Background: an optimization exercise with open tools, aiming at small area and a short achievable clock period. Do not read the settings as production practice. Only simulation tests tie the RTL to the original design; equivalence was not proved. No activity file was given, so power comes from the tool's default toggle rates.

File: flow/run.sh
#!/bin/bash
# synth_recipe.tcl (not shown) runs the flow's synth.tcl, then flattens the netlist and writes it again
# the make line also repeats each setting of config.mk as NAME=value (left out here)
make -C /OpenROAD-flow-scripts/flow DESIGN_CONFIG=/design/flow/config.mk WORK_HOME=/design/flow/orfs CLKGATE_MAP_FILE= SYNTH_SCRIPT=/design/flow/synth_recipe.tcl finish
File: flow/constraint.sdc
create_clock -name core_clock -period 10.0 [get_ports {aclk}]
set_input_delay 2.0000 -clock core_clock [delete_from_list [all_inputs] [get_ports {aclk}]]
set_output_delay 2.0000 -clock core_clock [all_outputs]
set_load 0.01 [all_outputs]
File: flow/design.v
package mcwp_pkg;
    localparam logic [3:0] CODE_DOT   = 4'b1010;
    localparam logic [3:0] CODE_EMPTY = 4'b1100;
    localparam logic [2:0] STATUS_OK       = 3'd0;
    localparam logic [2:0] STATUS_CANCEL   = 3'd1;
    localparam logic [2:0] STATUS_BAD_CHAR = 3'd2;
    localparam logic [2:0] STATUS_BAD_NUM  = 3'd3;
    localparam logic [2:0] STATUS_LIMIT    = 3'd4;
    localparam logic [16:0] LIMIT_RESET = 17'd99999;
endpackage
module mcwp_axis_shape (
    input  logic [23:0] codes,
    output logic        bad,
    output logic        empty
);
    logic [5:0] dot, emp, dig;
    always_comb begin
        for (int i = 0; i < 6; i++) begin
            dot[i] = codes[4*i+3] & codes[4*i+1];
            emp[i] = codes[4*i+3] & codes[4*i+2];
            dig[i] = !dot[i] && !emp[i];
        end
    end
    logic tail_ok, sh_a, sh_b, sh_c, sh_d;
    always_comb begin
        tail_ok = !dot[3] && !dot[4] && !dot[5];
        sh_a  = dot[0] && dig[1] && !dot[2] && tail_ok;    
        sh_b  = dig[0] && dot[1] && dig[2] && tail_ok;     
        sh_c  = dig[0] && dig[1] && dot[2] && tail_ok;     
        sh_d  = dig[0] && !dot[1] && emp[2];               
        empty = emp[0];
        bad   = !(sh_a || sh_b || sh_c || sh_d || empty);
    end
endmodule
module mcwp_axis_align (
    input  logic [23:0] codes,
    output logic [19:0] digits      
);
    logic [5:0] dot, emp;
    logic [3:0] dv [6];
    logic p0, p1, p2;
    always_comb begin
        for (int i = 0; i < 6; i++) begin
            dot[i] = codes[4*i+3] & codes[4*i+1];
            emp[i] = codes[4*i+3] & codes[4*i+2];
            dv[i]  = {codes[4*i+3] & !codes[4*i+2], codes[4*i+2] & !codes[4*i+3],
                      codes[4*i+1], codes[4*i]};
        end
        p0 = dot[0];
        p1 = dot[1] || emp[1];
        p2 = !p0 && !p1;
        digits[19:16] = p2 ? dv[0] : 4'd0;
        digits[15:12] = p2 ? dv[1] : p1 ? dv[0] : 4'd0;
        digits[11:8]  = p2 ? dv[3] : p1 ? dv[2] : dv[1];
        digits[7:4]   = p2 ? dv[4] : p1 ? dv[3] : dv[2];
        digits[3:0]   = p2 ? dv[5] : p1 ? dv[4] : dv[3];
    end
endmodule
module mcwp_axis_conv (
    input  logic [19:0] digits,
    input  logic [16:0] limit,
    output logic [16:0] mils,
    output logic        over        
);
    logic [3:0] dT, dK, dH, dt, du;
    logic [16:0] r0, r1;
    assign dT = digits[19:16];
    assign dK = digits[15:12];
    assign dH = digits[11:8];
    assign dt = digits[7:4];
    assign du = digits[3:0];
    logic [16:0] p_dT;    
    assign p_dT[0] = 1'b0;
    assign p_dT[1] = 1'b0;
    assign p_dT[2] = 1'b0;
    assign p_dT[3] = 1'b0;
    assign p_dT[4] = (dT[0]);
    assign p_dT[5] = (dT[1]);
    assign p_dT[6] = (dT[2]);
    assign p_dT[7] = (dT[3]);
    assign p_dT[8] = (dT[0]);
    assign p_dT[9] = (!dT[1] && dT[0]) || (dT[1] && !dT[0]);
    assign p_dT[10] = (!dT[2] && dT[1]) || (!dT[2] && dT[0]) || (dT[2] && !dT[1] && !dT[0]);
    assign p_dT[11] = (dT[3]) || (dT[2] && !dT[0]) || (dT[1] && !dT[0]);
    assign p_dT[12] = (dT[3]) || (dT[2] && !dT[1] && !dT[0]) || (dT[1] && dT[0]);
    assign p_dT[13] = (!dT[3] && !dT[2] && dT[0]) || (dT[3] && !dT[0]) || (dT[2] && dT[1] && !dT[0]);
    assign p_dT[14] = (dT[3] && dT[0]) || (!dT[2] && dT[1]) || (dT[2] && !dT[1] && dT[0]) || (dT[1] && !dT[0]);
    assign p_dT[15] = (dT[2] && !dT[1]) || (dT[2] && !dT[0]);
    assign p_dT[16] = (dT[3]) || (dT[2] && dT[1] && dT[0]);
    logic [13:0] p_dK;    
    assign p_dK[0] = 1'b0;
    assign p_dK[1] = 1'b0;
    assign p_dK[2] = 1'b0;
    assign p_dK[3] = (dK[0]);
    assign p_dK[4] = (dK[1]);
    assign p_dK[5] = (!dK[2] && dK[0]) || (dK[2] && !dK[0]);
    assign p_dK[6] = (!dK[3] && !dK[2] && !dK[1] && dK[0]) || (dK[3] && !dK[0]) || (dK[2] && dK[1]) || (dK[1] && !dK[0]);
    assign p_dK[7] = (!dK[3] && !dK[2] && dK[0]) || (!dK[2] && dK[1]) || (dK[2] && !dK[1]);
    assign p_dK[8] = (dK[3]) || (dK[2]) || (dK[1]) || (dK[0]);
    assign p_dK[9] = (dK[3]) || (dK[2]) || (dK[1]) || (dK[0]);
    assign p_dK[10] = (dK[3] && !dK[0]) || (dK[2] && !dK[0]) || (dK[1] && !dK[0]);
    assign p_dK[11] = (dK[3] && !dK[0]) || (dK[2] && !dK[1] && !dK[0]) || (dK[1] && dK[0]);
    assign p_dK[12] = (dK[3] && !dK[0]) || (dK[2] && dK[1]) || (dK[2] && dK[0]);
    assign p_dK[13] = (dK[3] && dK[0]);
    logic [9:0] p_dH;    
    assign p_dH[0] = 1'b0;
    assign p_dH[1] = 1'b0;
    assign p_dH[2] = (dH[0]);
    assign p_dH[3] = (dH[1]);
    assign p_dH[4] = (dH[2]);
    assign p_dH[5] = (!dH[3] && dH[0]) || (dH[3] && !dH[0]);
    assign p_dH[6] = (!dH[3] && !dH[1] && dH[0]) || (dH[1] && !dH[0]);
    assign p_dH[7] = (dH[3] && dH[0]) || (!dH[2] && dH[1] && !dH[0]) || (dH[2] && !dH[1]) || (dH[2] && dH[0]);
    assign p_dH[8] = (dH[3]) || (!dH[2] && dH[1] && dH[0]) || (dH[2] && !dH[1]);
    assign p_dH[9] = (dH[3]) || (dH[2] && dH[1]);
    logic [6:0] p_dt;    
    assign p_dt[0] = 1'b0;
    assign p_dt[1] = (dt[0]);
    assign p_dt[2] = (dt[1]);
    assign p_dt[3] = (!dt[2] && dt[0]) || (dt[2] && !dt[0]);
    assign p_dt[4] = (dt[3]) || (!dt[2] && dt[1]) || (dt[2] && !dt[1] && dt[0]) || (dt[1] && !dt[0]);
    assign p_dt[5] = (dt[2] && !dt[1]) || (dt[2] && !dt[0]);
    assign p_dt[6] = (dt[3]) || (dt[2] && dt[1] && dt[0]);
    logic cs1;
    logic cs2;
    assign cs1 = p_dK[3] ^ p_dH[3];
    assign cs2 = p_dK[3] & p_dH[3];
    logic cs3;
    logic cs4;
    assign cs3 = p_dT[4] ^ p_dK[4] ^ p_dH[4];
    assign cs4 = (p_dT[4] & p_dK[4]) | (p_dT[4] & p_dH[4]) | (p_dK[4] & p_dH[4]);
    logic cs5;
    logic cs6;
    assign cs5 = p_dT[5] ^ p_dK[5] ^ p_dH[5];
    assign cs6 = (p_dT[5] & p_dK[5]) | (p_dT[5] & p_dH[5]) | (p_dK[5] & p_dH[5]);
    logic cs7;
    logic cs8;
    assign cs7 = p_dT[6] ^ p_dK[6] ^ p_dH[6];
    assign cs8 = (p_dT[6] & p_dK[6]) | (p_dT[6] & p_dH[6]) | (p_dK[6] & p_dH[6]);
    logic cs9;
    logic cs10;
    assign cs9 = p_dT[7] ^ p_dK[7];
    assign cs10 = p_dT[7] & p_dK[7];
    logic cs11;
    logic cs12;
    assign cs11 = p_dT[8] ^ p_dK[8];
    assign cs12 = p_dT[8] & p_dK[8];
    logic cs13;
    logic cs14;
    assign cs13 = p_dT[9] ^ p_dK[9];
    assign cs14 = p_dT[9] & p_dK[9];
    logic cs15;
    logic cs16;
    assign cs15 = p_dH[2] ^ p_dt[2];
    assign cs16 = p_dH[2] & p_dt[2];
    logic cs17;
    logic cs18;
    assign cs17 = cs1 ^ p_dt[3] ^ du[3];
    assign cs18 = (cs1 & p_dt[3]) | (cs1 & du[3]) | (p_dt[3] & du[3]);
    logic cs19;
    logic cs20;
    assign cs19 = cs2 ^ cs3 ^ p_dt[4];
    assign cs20 = (cs2 & cs3) | (cs2 & p_dt[4]) | (cs3 & p_dt[4]);
    logic cs21;
    logic cs22;
    assign cs21 = cs4 ^ cs5 ^ p_dt[5];
    assign cs22 = (cs4 & cs5) | (cs4 & p_dt[5]) | (cs5 & p_dt[5]);
    logic cs23;
    logic cs24;
    assign cs23 = cs6 ^ cs7 ^ p_dt[6];
    assign cs24 = (cs6 & cs7) | (cs6 & p_dt[6]) | (cs7 & p_dt[6]);
    logic cs25;
    logic cs26;
    assign cs25 = cs8 ^ cs9 ^ p_dH[7];
    assign cs26 = (cs8 & cs9) | (cs8 & p_dH[7]) | (cs9 & p_dH[7]);
    logic cs27;
    logic cs28;
    assign cs27 = cs10 ^ cs11 ^ p_dH[8];
    assign cs28 = (cs10 & cs11) | (cs10 & p_dH[8]) | (cs11 & p_dH[8]);
    logic cs29;
    logic cs30;
    assign cs29 = cs12 ^ cs13 ^ p_dH[9];
    assign cs30 = (cs12 & cs13) | (cs12 & p_dH[9]) | (cs13 & p_dH[9]);
    logic cs31;
    logic cs32;
    assign cs31 = cs14 ^ p_dT[10] ^ p_dK[10];
    assign cs32 = (cs14 & p_dT[10]) | (cs14 & p_dK[10]) | (p_dT[10] & p_dK[10]);
    logic cs33;
    logic cs34;
    assign cs33 = p_dT[11] ^ p_dK[11];
    assign cs34 = p_dT[11] & p_dK[11];
    logic cs35;
    logic cs36;
    assign cs35 = p_dT[12] ^ p_dK[12];
    assign cs36 = p_dT[12] & p_dK[12];
    logic cs37;
    logic cs38;
    assign cs37 = p_dT[13] ^ p_dK[13];
    assign cs38 = p_dT[13] & p_dK[13];
    assign r0 = {p_dT[16], p_dT[15], cs38, cs36, cs34, cs32, cs30, cs28, cs26, cs24, cs22, cs20, cs18, cs16, cs15, p_dt[1], du[0]};
    assign r1 = {1'b0, 1'b0, p_dT[14], cs37, cs35, cs33, cs31, cs29, cs27, cs25, cs23, cs21, cs19, cs17, du[2], du[1], 1'b0};
    assign mils = r0 + r1;
    logic [16:0] nl, cs_s, cs_c;
    logic [17:0] cs_sum;
    assign nl     = ~limit;
    assign cs_s   = r0 ^ r1 ^ nl;
    assign cs_c   = (r0 & r1) | (r0 & nl) | (r1 & nl);
    assign cs_sum = {1'b0, cs_s} + {cs_c, 1'b0};
    assign over   = cs_sum[17];
endmodule
module motion_command_word_parser_core (
    input  logic        aclk,
    input  logic        aresetn,
    input  logic        s_valid,
    output logic        s_ready,
    input  logic [7:0]  s_rx_byte,
    output logic        m_valid,
    input  logic        m_ready,
    output logic [2:0]  m_status,
    output logic [1:0]  m_error_axis,
    output logic [16:0] m_x_mils,
    output logic [16:0] m_y_mils,
    output logic [16:0] m_z_mils,
    input  logic        cfg_valid,
    output logic        cfg_ready,
    input  logic [2:0]  cfg_index,
    input  logic [16:0] cfg_data
);
    logic [2:0][16:0] limit_reg;
    logic [2:0][16:0] hold_reg;
    logic [71:0] st;           
    logic [2:0][16:0] val_reg;   
    logic [1:0]  lw;           
    logic        sel_act;      
    logic [1:0]  sel_ax;       
    logic [2:0]  idx;          
    logic        discard;
    logic        mv;
    logic [2:0]  status_reg;
    logic [1:0]  axis_reg;
    logic [7:0] b;
    logic [7:0] bu;
    logic is_cr, is_etx, is_sp, is_letter, is_f, is_char, is_dot;
    logic [3:0] code;
    logic accept, act, finish, err_any, wr;
    assign b  = s_rx_byte;
    assign bu = b & 8'hDF;
    always_comb begin
        is_cr     = (b == 8'h0D);
        is_etx    = (b == 8'h03);
        is_sp     = (b == 8'h20);
        is_f      = (bu == 8'h46);
        is_letter = (bu == 8'h58) || (bu == 8'h59) || (bu == 8'h5A) || is_f;
        is_dot    = (b == 8'h2E);
        is_char   = ((b >= 8'h30) && (b <= 8'h39)) || is_dot;
        code      = is_dot ? mcwp_pkg::CODE_DOT : b[3:0];
    end
    assign s_ready   = !mv || m_ready;
    assign cfg_ready = 1'b1;
    assign accept    = s_valid && s_ready;
    assign act       = accept && !discard;
    assign finish    = act && is_cr;
    assign err_any   = act && (is_etx || (sel_act && !is_cr && !is_sp && !is_letter && !is_char));
    assign wr        = act && sel_act && is_char && !(idx[2] && idx[1]);
    always_ff @(posedge aclk) begin
        if (!aresetn) begin
            for (int a = 0; a < 3; a++) begin
                limit_reg[a] <= mcwp_pkg::LIMIT_RESET;
                hold_reg[a]  <= '0;
            end
        end else if (cfg_valid) begin
            case (cfg_index)
                3'd0: limit_reg[0] <= cfg_data;
                3'd1: limit_reg[1] <= cfg_data;
                3'd2: limit_reg[2] <= cfg_data;
                3'd3: hold_reg[0]  <= cfg_data;
                3'd4: hold_reg[1]  <= cfg_data;
                3'd5: hold_reg[2]  <= cfg_data;
                default: ;
            endcase
        end
    end
    logic [2:0]  bad, empty, over, fresh;
    logic [23:0] wr_cur, wr_new;
    logic [19:0] wr_digits;
    logic [19:0] conv_in;
    logic [16:0] conv_limit;
    logic [16:0] conv_mils;
    logic        conv_over;
    mcwp_axis_shape u_shape_x (.codes(st[23:0]),  .bad(bad[0]), .empty(empty[0]));
    mcwp_axis_shape u_shape_y (.codes(st[47:24]), .bad(bad[1]), .empty(empty[1]));
    mcwp_axis_shape u_shape_z (.codes(st[71:48]), .bad(bad[2]), .empty(empty[2]));
    always_comb begin
        case (sel_ax)
            2'd0:    wr_cur = st[23:0];
            2'd1:    wr_cur = st[47:24];
            default: wr_cur = st[71:48];
        endcase
        for (int i = 0; i < 6; i++) begin
            wr_new[4*i +: 4] = (idx == 3'(i)) ? code : wr_cur[4*i +: 4];
        end
    end
    mcwp_axis_align u_align (.codes(wr_new), .digits(wr_digits));
    always_ff @(posedge aclk) begin
        conv_in <= wr_digits;
    end
    always_comb begin
        for (int a = 0; a < 3; a++) fresh[a] = (lw == 2'(a));
        case (lw)
            2'd0:    conv_limit = limit_reg[0];
            2'd1:    conv_limit = limit_reg[1];
            default: conv_limit = limit_reg[2];
        endcase
    end
    mcwp_axis_conv u_conv (.digits(conv_in), .limit(conv_limit), .mils(conv_mils), .over(conv_over));
    logic [2:0] fin_status;
    logic [1:0] fin_axis;
    always_comb begin
        for (int a = 0; a < 3; a++) begin
            over[a] = !empty[a] && (fresh[a] ? conv_over : (val_reg[a] > limit_reg[a]));
        end
        if (|bad) begin
            fin_status = mcwp_pkg::STATUS_BAD_NUM;
            fin_axis   = bad[2] ? 2'd2 : bad[1] ? 2'd1 : 2'd0;
        end else if (|over) begin
            fin_status = mcwp_pkg::STATUS_LIMIT;
            fin_axis   = over[2] ? 2'd2 : over[1] ? 2'd1 : 2'd0;
        end else begin
            fin_status = mcwp_pkg::STATUS_OK;
            fin_axis   = 2'd0;
        end
    end
    always_ff @(posedge aclk) begin
        for (int a = 0; a < 3; a++) begin
            if (finish && empty[a]) begin
                val_reg[a] <= hold_reg[a];
            end else if (fresh[a]) begin
                val_reg[a] <= conv_mils;
            end
        end
    end
    always_ff @(posedge aclk) begin
        if (!aresetn) begin
            lw <= 2'd3;
        end else begin
            lw <= wr ? sel_ax : 2'd3;
        end
    end
    logic clr;
    assign clr = accept && is_cr;
    always_ff @(posedge aclk) begin
        for (int a = 0; a < 3; a++) begin
            for (int i = 0; i < 6; i++) begin
                if (!aresetn || clr) begin
                    st[a*24+i*4 +: 4] <= mcwp_pkg::CODE_EMPTY;
                end else if (wr && sel_ax == 2'(a) && idx == 3'(i)) begin
                    st[a*24+i*4 +: 4] <= code;
                end
            end
        end
    end
    always_ff @(posedge aclk) begin
        if (!aresetn) begin
            sel_act <= 1'b0;
            discard <= 1'b0;
            mv      <= 1'b0;
        end else begin
            mv <= finish || err_any || (mv && !m_ready);
            if (accept) begin
                if (is_cr) begin
                    sel_act <= 1'b0;
                    discard <= 1'b0;
                end else if (!discard) begin
                    if (err_any) begin
                        discard <= 1'b1;
                    end else if (is_letter) begin
                        sel_act <= 1'b1;
                    end else if (sel_act && is_char && idx[2] && idx[1]) begin
                        sel_act <= 1'b0;
                    end
                end
            end
        end
    end
    always_ff @(posedge aclk) begin
        if (accept && is_letter) begin
            sel_ax <= {b[1] | is_f, b[0] | is_f};
            idx    <= 3'd0;
        end else if (wr) begin
            idx    <= idx + 3'd1;
        end
    end
    always_ff @(posedge aclk) begin
        if (s_ready) begin
            if (is_cr) begin
                status_reg <= fin_status;
                axis_reg   <= fin_axis;
            end else if (is_etx) begin
                status_reg <= mcwp_pkg::STATUS_CANCEL;
                axis_reg   <= 2'd0;
            end else begin
                status_reg <= mcwp_pkg::STATUS_BAD_CHAR;
                axis_reg   <= sel_ax;
            end
        end
    end
    logic res_ok;
    assign res_ok       = (status_reg == mcwp_pkg::STATUS_OK);
    assign m_valid      = mv;
    assign m_status     = status_reg;
    assign m_error_axis = axis_reg;
    assign m_x_mils     = val_reg[0] & {17{res_ok}};
    assign m_y_mils     = val_reg[1] & {17{res_ok}};
    assign m_z_mils     = val_reg[2] & {17{res_ok}};
endmodule
File: flow/config.mk
export PLATFORM = sky130hd
export DESIGN_NAME = motion_command_word_parser_core
export DESIGN_NICKNAME = motion_command_word_parser_core
export VERILOG_FILES = /design/flow/design.v
export SDC_FILE = /design/flow/constraint.sdc
export NUM_CORES = 4
export LEC_CHECK = 0
export ABC_CLOCK_PERIOD_IN_PS = 4500
export CAP_MARGIN = 20
export CORE_MARGIN = 2
export CORE_UTILIZATION = 40
export SETUP_SLACK_MARGIN = 5
export SLEW_MARGIN = 20
==> run summary <==
## cells by family (layout without fill, tap and decap cells)
kind of cell,count (synthesis),in the layout,synth area share
AO/OA/AOI/OAI,380,380,0.158
XOR/XNOR,15,15,0.00863
adder cells (fa/ha/maj),126,126,0.116
buffers and inverters,197,269,0.0499
flip-flops,260,260,0.380
multiplexers,101,101,0.0683
other,1,1,0.000246
AND/OR/NAND/NOR,748,748,0.219
## routing by layer
| metal | routed length [µm] | share of wire | track usage |
|---|---|---|---|
| met4 | 1050 | 0.024 | 0.0597 |
| met3 | 2190 | 0.049 | 0.0285 |
| met5 | 0 | 0 | 0 |
| met1 | 20300 | 0.46 | 0.307 |
| met2 | 20900 | 0.47 | 0.377 |
## worst max path at each step
| stage | start | slack, ns | end |
|---|---|---|---|
| after floorplan | s_rx_byte[4] | 5.39 | val_reg[0]$_DFFE_PP_ |
| after global placement | s_rx_byte[4] | 4.43 | val_reg[30]$_DFFE_PP_ |
| after detailed placement | s_rx_byte[4] | 4.36 | val_reg[32]$_DFFE_PP_ |
| after CTS | m_ready | 5.02 | s_ready |
| after global routing | s_rx_byte[3] | 5.02 | st[30]$_SDFFE_PP1P_ |
| final | m_ready | 5.08 | s_ready |
## area by class of cell
type                            count  area (µm²)
Fill cell                        3658       19900
Multi-Input combinational cell   1371        8720
Sequential cell                   260        5790
Timing Repair Buffer              112        1070
Clock buffer                       42         900
Tap cell                          511         639
Inverter                          100         375
Clock inverter                     15         134
## power by group
part	switching (W)	internal, W
registers	0.0000325	0.00119
clock network	0.000461	0.000679
logic	0.000799	0.000542
total	0.00129	0.00241
## worst reg2reg max path, delay by kind of cell, from the launching register on
kind                     cells  cell delay (ns)
AO/OA/AOI/OAI                5             1.20
adder cells (fa/ha/maj)      5             2.20
buffers and inverters        3             0.30
flip-flops                   1             0.42
AND/OR/NAND/NOR              3             0.29
## synthesized netlist by cell type, drive strengths merged, types with 2 or more instances
| cell | number | area share |
|---|---|---|
| a222oi | 3 | 0.0020 |
| clkbuf | 78 | 0.019 |
| inv | 100 | 0.025 |
| nor3 | 16 | 0.0056 |
| a211o | 2 | 0.0012 |
| nor2 | 108 | 0.027 |
| o211ai | 46 | 0.023 |
| a211oi | 16 | 0.0082 |
| mux2 | 23 | 0.017 |
| ha | 100 | 0.082 |
| and2 | 57 | 0.023 |
| nand3b | 3 | 0.0015 |
| a21oi | 109 | 0.036 |
| o21ai | 81 | 0.027 |
| mux2i | 78 | 0.051 |
| xnor2 | 14 | 0.0081 |
| a21o | 7 | 0.0035 |
| nand4 | 11 | 0.0045 |
| a31oi | 9 | 0.0037 |
| nor3b | 6 | 0.0051 |
| nor4 | 5 | 0.0025 |
| or2 | 4 | 0.0016 |
| nand3 | 80 | 0.026 |
| and3 | 12 | 0.0049 |
| edfxtp | 58 | 0.11 |
| o31ai | 3 | 0.0015 |
| a221oi | 4 | 0.0023 |
| nor2b | 11 | 0.0045 |
| or3 | 6 | 0.0025 |
| nand2b | 10 | 0.0041 |
| fa | 26 | 0.034 |
| buf | 19 | 0.0060 |
| o21a | 7 | 0.0035 |
| a21boi | 75 | 0.037 |
| dfxtp | 202 | 0.27 |
| a32oi | 2 | 0.0012 |
| o21bai | 6 | 0.0030 |
| nand2 | 415 | 0.10 |
## cell usage in the layout (no fill, tap or decap), types with 5 or more instances in the layout
cell type        Yosys  final
nand3_1             80     79
or3_1                6      6
clkbuf_1            78      5
a21boi_0            75     75
clkinv_2             0      5
mux2i_1             78     78
o21bai_1             6      6
a211oi_1            15     15
mux2_2              23     23
clkbuf_16            0     33
fa_1                26     26
and3_1              12     12
o21ai_0             79     78
nand2_1            415    413
a21oi_1            109    109
and2_1              57     57
nor2_1             106    105
buf_4                1     21
nor3_1              15     14
edfxtp_1            58     58
o21a_1               7      7
xnor2_1             14     14
clkdlybuf4s50_1      0     88
a21o_1               7      7
dfxtp_1            202    201
nand4_1             11     11
inv_1              100    100
a31oi_1              9      9
ha_1               100    100
nor2b_1             11     11
o211ai_1            46     46
nand2b_1            10      9
## stage by stage
step                std cells  setup WS [ns]  hold WS, ns  cell area, µm²
global placement         2353           4.43        0.444           16500
finish                   2411           5.08        0.458           17600
CTS                      2410           5.02        0.460           17600
detailed placement       2353           4.36        0.448           16500
floorplan                1828           5.39        0.436           15200
global route             2411           5.02        0.481           17600
## repair_timing
action                     in CTS  in global routing
pin swaps                       0                  1
setup endpoints to repair      18                 22
resized for setup               3                  6
setup buffers                   0                  1
==> metrics.md <==
| Metric | Value |
|---|---|
| Outcome | complete, no violations |
| Site row count | 71 |
| Final nets | 2035 |
| Crit share post-route | 0.492 |
| First-pass GRT wire length | 69600 µm |
| Slew @ Worst Pin | 1.10 ns |
| CTS Buffer Depth | 3 |
| Sequential element share of the synthesized area | 0.380 |
| Crit-path max cell delay | 0.45 ns |
| Worst min-delay path class | reg -> reg |
| Mapped Nets | 1987 |
| Total track usage | 0.226 |
| Number of buffers created by CTS | 31 |
| Achievable Freq | 203 MHz |
| VDD IR max | 158 µV |
| Final worst path period need | 4.92 ns |
| Synth warnings | 4 |
| IO Port Bufs | 90 |
| Final WL | 44500 µm |
| Syn Std Cell Area | 15200 µm² |
| Synth async-reset ratio | 0 |
| Max reg flops | 72 |
| RSZ-0062 raised after global routing | no |
| Initial core utilization | 0.405 |
| Crit path depth | 3 |
| Hold path cells | 2 |
| Detailed Routing Iterations Pass 1 | 5 |
| Mapped Cells | 1828 |
| Synth-to-Final Area Change | 15.8% |
| Kind of critical path | in -> out |
| Total power | 0.00371 W |
| Clock sinks | 260 |
| Slowest cell on the critical path | clkdlybuf4s50_1 |
| Top_reg_cell synth | dfxtp_1 |
| Reg-to-reg endpoint | status_reg[2]$_SDFFCE_PP0N_ |
| Rel. slew slack | 0.264 |
| Drt initial violations | 912 |
| WP data required | 8.00 ns |
| Die H | 199 µm |
| CP delay by family, top | buffers and inverters |
| TritonCTS clock tree | yes |
| I/O pin total | 92 |
| FF-to-FF setup slack | 5.33 ns |
| Die area | 39600 µm² |
| Worst Skew | 0.0146 ns |
| Pins over their slew limit | 0 |
| Hold-critical path endpoint | st[44]$_SDFFE_PP0P_ |
| Reg2reg path depth | 16 |
| WP buf/inv | 2 |
| Antenna-violating nets left | 0 |
| Max FO, Critical Path | 9 |
| Maxcap violations | 0 |
| Post-synth cell types | 63 |
| Cell Chain, Critical Path | clkdlybuf4s50_1 > nand2b_4 > dlygate4sd2_1 |
| Crit path DAT | 2.92 ns |
| Flops & latches, synth | 260 |
| DR vias | 12800 |
| Pin count of the biggest net entering global routing | 100 |
| Setup TNS Final | 0 ns |
| Final setup viols | 0 |
| Post-synth EDFFs | 58 |
| Antenna fix cells | 0 |
| Syn avg cell area | 8.33 µm² |
| Vias per inst | 5.33 |
| GR Overflow Total | 0 |
| Pwr dens | 210 nW/µm² |
| Hold path startpoint | st[44]$_SDFFE_PP0P_ |
| CP Capture Type | output port |
| Leakage power | 7.33 nW |
| Register with the most flip-flops | st |
| H-tree depth | 1 |
| GPL Wtd Cong | 0.887 |
| Root Driver | clkbuf_16 |
| Clock Latency Late Sink | 0.57 ns |
| CTS clk-pin slew, worst paths | 0.06 ns |
| Routed len/inst | 18.5 µm |
| Core box area | 37600 µm² |
| Post-DP HPWL | 32800 µm |
| CP Launch Type | input pin |
| Die width | 199 µm |
| Final core utilization | 0.469 |
| DRC viols | 0 |
| Initial antenna violation count | 0 |
| Reg2reg start | conv_in[12]$_DFF_P_ |
| Share of cells above drive strength 1 | 0.0642 |
| Hold Buf Count CTS | 0 |
| Number of global-route vias before repair | 12400 |
| Hold violation count in the final report | 0 |

==> afterwards: timing with drivers on the ports <==
How much do the figures lean on ideal ports? The routed layout below was timed once more, with nothing changed but the port constraints. Step 1: set_driving_cell puts a clkbuf_16 on aclk and a buf_2 on each other input, an assumption about the parent block. Step 2 times the ports against the registers' clock, not the clock port: input delays grow and output delays shrink by t, the midpoint of the rising clock arrivals with the driver on. Slacks: no drivers / after step 1 / after step 2; pairs: no drivers / after step 1.
t, ns: 0.613
setup slack, ns: 5.080 / 5.058 / 4.678
hold WS [ns]: 0.458 / 0.458 / 0.458
worst setup path at the end: input to register
After both steps this run still meets setup and hold. The setup slack of this run moves by -0.022 ns with the drivers and by -0.402 ns with both steps.
